From an optimization exercise on the open Yosys and OpenROAD flow, aimed at small area, a short achievable clock period and few clock cycles per item; shortcuts taken in it are not production practice.
Only simulation tests tie the RTL to the original design; equivalence was not proved.

old:
// rsa_core
module rsa_core (
    input  logic                   clk,
    input  logic                   reset,
    input  logic                   key_valid,
    output logic                   key_ready,
    input  logic [PRIME_WIDTH-1:0] p,
    input  logic [PRIME_WIDTH-1:0] q,
    output logic                   keys_ready,
    output logic [WORD_WIDTH-1:0]  modulus_out,
    output logic [WORD_WIDTH-1:0]  public_e,
    input  logic                   msg_valid,
    output logic                   msg_ready,
    input  logic [WORD_WIDTH-1:0]  msg,
    input  logic                   encrypt,
    output logic                   result_valid,
    input  logic                   result_ready,
    output logic [WORD_WIDTH-1:0]  result
);
    logic [WORD_WIDTH-1:0]  n_reg;     
    logic [E_WIDTH-1:0]     e_reg;
    logic [WORD_WIDTH-1:0]  d_reg;
    logic [MONT_WIDTH-1:0]  r2_reg;    
    logic                   loaded;
    logic [MONT_WIDTH-1:0]  a_reg;     
    logic [MONT_WIDTH-1:0]  x_reg;     
    logic [WORD_WIDTH-1:0]  m_reg;     
    logic [WORD_WIDTH-1:0]  res_reg;
    logic [1:0]             ex_state;
    logic [3:0]             bit_idx;   
    logic                   enc_reg;
    logic                   fix_pend;  
    logic                   res_valid;
    logic [1:0]             kg_state;
    logic [4:0]             kc;        
    logic [2:0]             cand;      
    logic                   e_chk;     
    logic                   e_found;
    logic [4:0]             k_acc;     
    logic [4:0]             k_val;
  ...
clock: 110.0 ns
lec_check: 0
cap_margin: 20
core_margin: 2
core_utilization: 40
slew_margin: 20
synth_hierarchical: 1
synth_minimum_keep_size: 0
standard.sh (not shown) runs the stock make flow with config.mk's settings and CLKGATE_MAP_FILE= SYNTH_SCRIPT=/design/flow/synth_recipe.tcl, a recipe that flattens the netlist after the stock synthesis.
==> flow/flow/run.sh <==
#!/bin/bash
# The standard layout (the standard.sh, standard synthesis included), with
# a small plain buffer on every port and the timing repair steps asked to leave
# extra setup slack, so that they work on the paths that set the achieved
# period. Constraints are unchanged.
set -euo pipefail
bash standard.sh SETUP_SLACK_MARGIN=87 "BUFFER_PORTS_ARGS=-buffer_cell sky130_fd_sc_hd__buf_1" finish > standard.log 2>&1
Testbench counts of old, summed over its fixed seeds: cycles 12,710, items 1,024.
Here is what was changed in the inputs of new compared with old.
diff --git a/flow/design.v b/flow/design.v
--- a/flow/design.v
+++ b/flow/design.v
@@ -263,25 +263,41 @@
             case (ex_hold)
                 EX_SQR:  sel_hold = 7'b0001000;
                 EX_MUL:  sel_hold = (bit_next == 4'd0) ? 7'b0000010 : 7'b0000100;
                 default: sel_hold = '0;
             endcase
         end
     end
     logic [4:0] cand_e, cand_b;
     always_comb begin
-        case (cand)
-            3'd0:    begin cand_e = 5'd3;  cand_b = 5'd1;  end
-            3'd1:    begin cand_e = 5'd5;  cand_b = 5'd1;  end
-            3'd2:    begin cand_e = 5'd7;  cand_b = 5'd4;  end
-            3'd3:    begin cand_e = 5'd11; cand_b = 5'd1;  end
-            3'd4:    begin cand_e = 5'd13; cand_b = 5'd9;  end
-            default: begin cand_e = 5'd17; cand_b = 5'd16; end
+        case ({cand, dred_s})
+            5'b000_00: begin cand_e = 5'd3;  cand_b = 5'd1;  end
+            5'b000_01: begin cand_e = 5'd3;  cand_b = 5'd2;  end
+            5'b000_10: begin cand_e = 5'd3;  cand_b = 5'd1;  end
+            5'b001_00: begin cand_e = 5'd5;  cand_b = 5'd1;  end
+            5'b001_01: begin cand_e = 5'd5;  cand_b = 5'd3;  end
+            5'b001_10: begin cand_e = 5'd5;  cand_b = 5'd4;  end
+            5'b010_00: begin cand_e = 5'd7;  cand_b = 5'd4;  end
+            5'b010_01: begin cand_e = 5'd7;  cand_b = 5'd2;  end
+            5'b010_10: begin cand_e = 5'd7;  cand_b = 5'd1;  end
+            5'b011_00: begin cand_e = 5'd11; cand_b = 5'd1;  end
+            5'b011_01: begin cand_e = 5'd11; cand_b = 5'd6;  end
+            5'b011_10: begin cand_e = 5'd11; cand_b = 5'd3;  end
+            5'b100_00: begin cand_e = 5'd13; cand_b = 5'd9;  end
+            5'b100_01: begin cand_e = 5'd13; cand_b = 5'd11; end
+            5'b100_10: begin cand_e = 5'd13; cand_b = 5'd12; end
+            5'b101_00,
+            5'b110_00,
+            5'b111_00: begin cand_e = 5'd17; cand_b = 5'd16; end
+            5'b101_01,
+            5'b110_01,
+            5'b111_01: begin cand_e = 5'd17; cand_b = 5'd8;  end
+            default:   begin cand_e = 5'd17; cand_b = 5'd4;  end
         endcase
     end
     logic [MONT_WIDTH-1:0] mm_a, mm_b, mm_r;
     logic [WORD_WIDTH-1:0] mm_n;
     assign mm_a = ({MONT_WIDTH{sel_a_m}} & MONT_WIDTH'(m_reg)) |
                   ({MONT_WIDTH{sel_a_c}} & MONT_WIDTH'(cand_b)) |
                   ({MONT_WIDTH{!sel_a_m && !sel_a_c}} & a_reg);
     assign mm_b = ({MONT_WIDTH{sel_b_r2}} & r2_reg) |
                   ({MONT_WIDTH{sel_b_a}}  & a_reg) |
@@ -379,23 +395,19 @@
             if (res_op) begin
                 e_chk <= 1'b1;
             end else if (e_chk) begin
                 e_chk <= 1'b0;
                 if (a_reg[4:0] == 5'd0 || a_reg[4:0] == cand_e) begin
                     cand <= cand + 3'd1;
                 end else begin
                     e_found <= 1'b1;
                     e_reg   <= cand_e;
-                    case (dred_s)
-                        2'd0:    k_acc <= 5'd1;
-                        2'd1:    k_acc <= 5'd2;
-                        default: k_acc <= (cand == 3'd0) ? 5'd1 : 5'd4;
-                    endcase
+                    k_acc   <= 5'd1;
                     k_val   <= 5'd0;
                     d_step  <= 5'd0;
                     d_g     <= '0;
                     t_hist  <= '0;
                 end
             end
             if (e_found && !k_found) begin
                 k_acc <= k_next;
                 k_val <= k_val + 5'd1;
==> comparison <==
Every stage of the flow completed for new, and the final layout passed the timing, DRC and antenna checks. Post-layout instance count excluding filler cells up 24 in new wrt old. Die width: new vs old, no meaningful difference. On new: post-layout minimum cycle time is 24 ps higher than what old gave. Compared with old, in new actual transition at the worst max-transition pin grew by 54 ps, diode insertion count for antenna repair saw a decrease, detailed-routing wirelength on met1 roughly the same. In the tables for new and old, final area reads lower with old. Diff old -> new: first-pass GRT wire length was more or less identical; minimum hold slack moved down. Looking only at depth of the worst register-to-register path, and setting everything else aside, the lower value of new and old goes to old. Looking at pre-CTS setup slack across new and old, the one that comes out lower is old. new vs old — via count rose 83.
Testbench counts of new, summed over its fixed seeds: cycles 12,710, items 1,024.

==> port drivers added, routing unchanged <==
The flow's constraints put no driver on any port. The routed layouts listed below were extracted and timed again, unchanged, in two steps.
Step 1 (the two cells are an assumption about what drives the block):
set clk [get_ports {clk}]
set_driving_cell -lib_cell sky130_fd_sc_hd__clkbuf_16 $clk
set_driving_cell -lib_cell sky130_fd_sc_hd__buf_2 [delete_from_list [all_inputs] $clk]
Step 2 adds t to the input delays and takes it off the output delays; t is the mean of the earliest and latest rising clock arrival at the registers after step 1. Input paths then give back, and output paths get back, about the clock's delay inside the block.
Slacks: ideal / step 1 / step 2; pairs: ideal / step 1.
run | t (ns) | slack for setup (ns) | clock arrival spread, ns
old | 0.496 | 86.900 / 86.851 / 86.678 | 0.019 / 0.019
new | 0.495 | 86.876 / 86.830 / 86.640 | 0.013 / 0.013
After both steps setup and hold are still met in every run listed. For new, which loses most, drivers alone change the setup slack by -0.046 ns; drivers and shift together by -0.236 ns.
